From an optimization exercise on the open Yosys and OpenROAD flow, aimed at small area, a short achievable clock period and few clock cycles per item; shortcuts taken in it are not production practice. RTL that was checked went through simulation tests only; none was proved equivalent to the original.

== main ==
==> flow/design.v (excerpt) <==
module riscv_multicycle #(
  parameter int unsigned  N        = 32,
  parameter logic [N-1:0] RESET_PC = '0
) (
  input  logic                clk,
  input  logic                rst,
  output logic                mem_req,
  output logic                mem_we,
  output logic [N-1:0]        mem_addr,
  output logic [N-1:0]        mem_wdata,
  input  logic [N-1:0]        mem_rdata,
  input  logic                mem_ready,
  output logic                retire,
  output logic                trap,
  output logic [N-1:0]        pc_out
);
  localparam logic [6:0] OP_LOAD   = 7'b0000011;
  localparam logic [6:0] OP_STORE  = 7'b0100011;
  localparam logic [6:0] OP_R      = 7'b0110011;
  localparam logic [6:0] OP_IMM    = 7'b0010011;
  localparam logic [6:0] OP_BRANCH = 7'b1100011;
  localparam logic [6:0] OP_JAL    = 7'b1101111;
  logic [N-1:0] r_pc4;     
  logic [N-1:0] r_tgt;     
  logic [11:0]  r_dlo;     
  logic [N-13:0] r_dhi;    
  logic [N-13:0] r_dalt;   
  logic         r_bdh, r_bda, r_bdl, r_bt, r_bs;
  logic [N-1:0] r_a;       
  logic [N-1:0] r_p;       
  logic         r_c0;      
  logic [4:0]   r_rd;
  logic         r_ld, r_jal, r_wb, r_sub, r_and, r_or, r_slt;
  logic         r_ag;      
  logic         r_dm;      
  logic         r_we;      
  logic         r_ret;     
  logic         r_ill;     
  logic [N-1:0] r_rf [1:31];
  logic [31:1]  r_v;       
  logic [31*N-1:0] w_rf;
  always_comb
    for (int k = 1; k < 32; k++) w_rf[(k-1)*N +: N] = r_rf[k];
  logic [N-1:0] w_res;
  rv_alu #(.N(N)) u_alu (
    .p(r_p), .a(r_a), .c0(r_c0), .op_and(r_and), .op_or(r_or), .op_slt(r_slt),
    .op_jal(r_jal), .pc4(r_pc4), .res(w_res)
  );
  logic [N-1:0] w_fa;      
  rv_bus #(.N(N)) u_bus (
    .sdh(r_bdh), .sda(r_bda), .sdl(r_bdl), .st(r_bt), .ss(r_bs),
    .dlo(r_dlo), .dhi(r_dhi), .dalt(r_dalt), .x(r_tgt), .y(r_pc4), .q(mem_addr)
  );
  assign w_fa = r_bt ? r_tgt : r_pc4;
  assign mem_req   = ~r_ill & ~r_ag;
  assign mem_we    = r_we;
  assign mem_wdata = r_p;
  assign retire    = r_ret;
  assign trap      = r_ill;
  ...
Size: about 5,000 cells after synthesis, about 63,000 sq um of cells after synthesis.
export LEC_CHECK = 0
export CAP_MARGIN = 20
export CELL_PAD_IN_SITES_DETAIL_PLACEMENT = 1
export CORE_MARGIN = 2
export CORE_UTILIZATION = 30
export PLACE_DENSITY = 0.4
export SETUP_SLACK_MARGIN = 4.5
export SLEW_MARGIN = 20
export SYNTH_HIERARCHICAL = 1
export TNS_END_PERCENT = 10
create_clock -name core_clock -period 9.0 [get_ports {clk}]
run.sh (not shown) runs the stock make flow with config.mk's settings and CLKGATE_MAP_FILE= SYNTH_SCRIPT=/design/flow/synth_recipe.tcl, a recipe that flattens the netlist after the stock synthesis.
main reached the final stage; the timing, DRC and antenna checks on its layout passed.
Testbench counts of main, summed over its fixed seeds: cycles 90,854, retired 72,013.
Input-level comparison between the feature branch and main:
--- a/flow/design.v
+++ b/flow/design.v
@@ -76,20 +76,18 @@
   assign d_ld    = (d_op == OP_LOAD)  && (d_f3 == 3'b010);
   assign d_st    = (d_op == OP_STORE) && (d_f3 == 3'b010);
   assign d_r     = (d_op == OP_R) && (((d_f7 == 7'b0000000) && d_alu3) ||
                                       ((d_f7 == 7'b0100000) && (d_f3 == 3'b000)));
   assign d_i     = (d_op == OP_IMM) && d_alu3;
   assign d_br    = (d_op == OP_BRANCH) && (d_f3 == 3'b000);
   assign d_jal   = (d_op == OP_JAL);
   assign d_legal = d_ld | d_st | d_r | d_i | d_br | d_jal;
-  logic d_kmem, d_kjal, d_kbr;
+  logic d_kmem;
   assign d_kmem = ~d_op[6] & ~d_op[4];    
-  assign d_kjal = d_op[6] & d_op[2];      
-  assign d_kbr  = d_op[6] & ~d_op[2];     
   assign d_immi = {{(N-12){mem_rdata[31]}}, mem_rdata[31:20]};
   assign d_imms = {{(N-12){mem_rdata[31]}}, mem_rdata[31:25], mem_rdata[11:7]};
   assign d_immb = {{(N-13){mem_rdata[31]}}, mem_rdata[31], mem_rdata[7], mem_rdata[30:25],
                    mem_rdata[11:8], 1'b0};
   assign d_immj = {{(N-21){mem_rdata[31]}}, mem_rdata[31], mem_rdata[19:12], mem_rdata[20],
                    mem_rdata[30:21], 1'b0};
   logic         w_fwd1, w_fwd2, w_haz;
   logic [N-1:0] w_rfa, w_rfb, w_opa, w_opb;
@@ -109,43 +107,32 @@
   assign d_sub  = (d_r && d_f7[5] && (d_f3 == 3'b000)) || ((d_r || d_i) && (d_f3 == 3'b010));
   assign w_bsel = d_i ? d_immi : w_opb;
   assign w_bx   = d_sub ? ~w_bsel : w_bsel;
   logic [N-1:0] w_ap;
   assign w_ap   = w_opa ^ w_bx;
   logic [N-1:0] w_tgt;
   logic [11:0]  w_dlo;
   logic [N-13:0] w_dalt;
+  logic         w_bdh, w_bda;
   logic [11:0]  w_offs;
-  logic         w_eq;
   always_comb begin
     if (r_ag)          w_offs = r_tgt[11:0];
     else if (d_op[5])  w_offs = d_imms[11:0];
     else               w_offs = d_immi[11:0];
   end
-  logic [N-1:0] w_timm;
-  assign w_timm = d_op[2] ? d_immj : d_immb;
-  rv_addpg #(.N(N)) u_tgt (.p(w_fa ^ w_timm), .k({w_fa[N-1:1], w_fa[0] & w_timm[0]}),
-                           .s(w_tgt), .co());
-  logic w_bdh, w_bda;
+  assign w_tgt = w_fa + (d_op[2] ? d_immj : d_immb);
   rv_agen #(.N(N)) u_dad (.a(w_rfa), .off(w_offs), .en(r_ag | d_kmem), .lo(w_dlo), .alt(w_dalt),
                           .sh(w_bdh), .sa(w_bda));
   logic w_eq0, w_eq1, w_eq2, w_take;
   rv_eq   #(.N(N)) u_eq0 (.a(w_rfa), .b(w_rfb), .eq(w_eq0));
   rv_eq   #(.N(N)) u_eq1 (.a(w_res), .b(w_rfb), .eq(w_eq1));
   rv_eq   #(.N(N)) u_eq2 (.a(w_rfa), .b(w_res), .eq(w_eq2));
-  always_comb begin
-    case ({w_fwd1, w_fwd2})
-      2'b00:   w_eq = w_eq0;
-      2'b10:   w_eq = w_eq1;
-      2'b01:   w_eq = w_eq2;
-      default: w_eq = 1'b1;
-    endcase
-  end
-  assign w_take = d_kjal | (d_kbr & w_eq);
+  rv_take u_take (.eq0(w_eq0), .eq1(w_eq1), .eq2(w_eq2), .fwd1(w_fwd1), .fwd2(w_fwd2),
+                  .jal(d_op[6] & d_op[2]), .br(d_op[6] & ~d_op[2]), .take(w_take));
   logic         w_we;
   logic [N-1:0] w_wd;
   assign w_we = r_wb | (r_ld & r_dm);
   assign w_wd = r_ld ? mem_rdata : w_res;
   always_ff @(posedge clk) begin
     for (int k = 1; k < 32; k++)
       if (w_we && r_rd == 5'(k)) r_rf[k] <= w_wd;
   end
@@ -313,16 +300,37 @@
   parameter int unsigned N = 32
 ) (
   input  logic [N-1:0] a,
   input  logic [N-1:0] b,
   output logic         eq
 );
   assign eq = (a == b);
 endmodule
+module rv_take (
+  input  logic eq0,
+  input  logic eq1,
+  input  logic eq2,
+  input  logic fwd1,
+  input  logic fwd2,
+  input  logic jal,
+  input  logic br,
+  output logic take
+);
+  logic eq;
+  always_comb begin
+    case ({fwd1, fwd2})
+      2'b00:   eq = eq0;
+      2'b10:   eq = eq1;
+      2'b01:   eq = eq2;
+      default: eq = 1'b1;
+    endcase
+    take = jal | (br & eq);
+  end
+endmodule
 module rv_bus #(
   parameter int unsigned N = 32
 ) (
   input  logic          sdh,
   input  logic          sda,
   input  logic          sdl,
   input  logic          st,
   input  logic          ss,
Notes after the runs:
Relative to main, wire length the detailed router placed on met1 decreased by 4.6% in the feature branch. Sort the feature branch and main by worst hold slack desc -> top: main. The standard cells in the feature branch occupy less silicon area than those in main do. Capturing instance or port of the critical path: r_bs -> the feature branch, r_bt -> main. The worst slack after detailed placement of the feature branch falls short of that of main by 0.25 ns. Taking main as the reference, in the feature branch portion of the layout cell area used by clock cells has decreased; met3 global-route usage has decreased.
Function not checked in the feature branch: the RTL went through the layout flow alone.

## what the ideal ports hide
How much do the figures lean on ideal ports? The routed layouts below were timed once more, with nothing changed but the port constraints.
Step 1 assumes that a clkbuf_16 drives the clock port and a buf_2 every other input.
Step 2 times the ports against the registers' clock, not the clock port: input delays grow and output delays shrink by t, the midpoint of the rising clock arrivals with the driver on.
Three values: ideal, step 1, step 2; two values: the first two.
| run | shift t [ns] | setup slack, ns | clock arrival spread, ns | worst slew at a driven data input, ns |
|---|---|---|---|---|
| main | 0.903 | 4.366 / 4.384 / 3.481 | 0.038 / 0.039 | 0.09 |
| the feature branch | 0.892 | 4.370 / 4.311 / 3.419 | 0.032 / 0.032 | 0.15 |
After both steps every run listed still meets setup and hold. The setup slack of the feature branch, which loses most, moves by -0.059 ns with the drivers and by -0.951 ns with both steps.
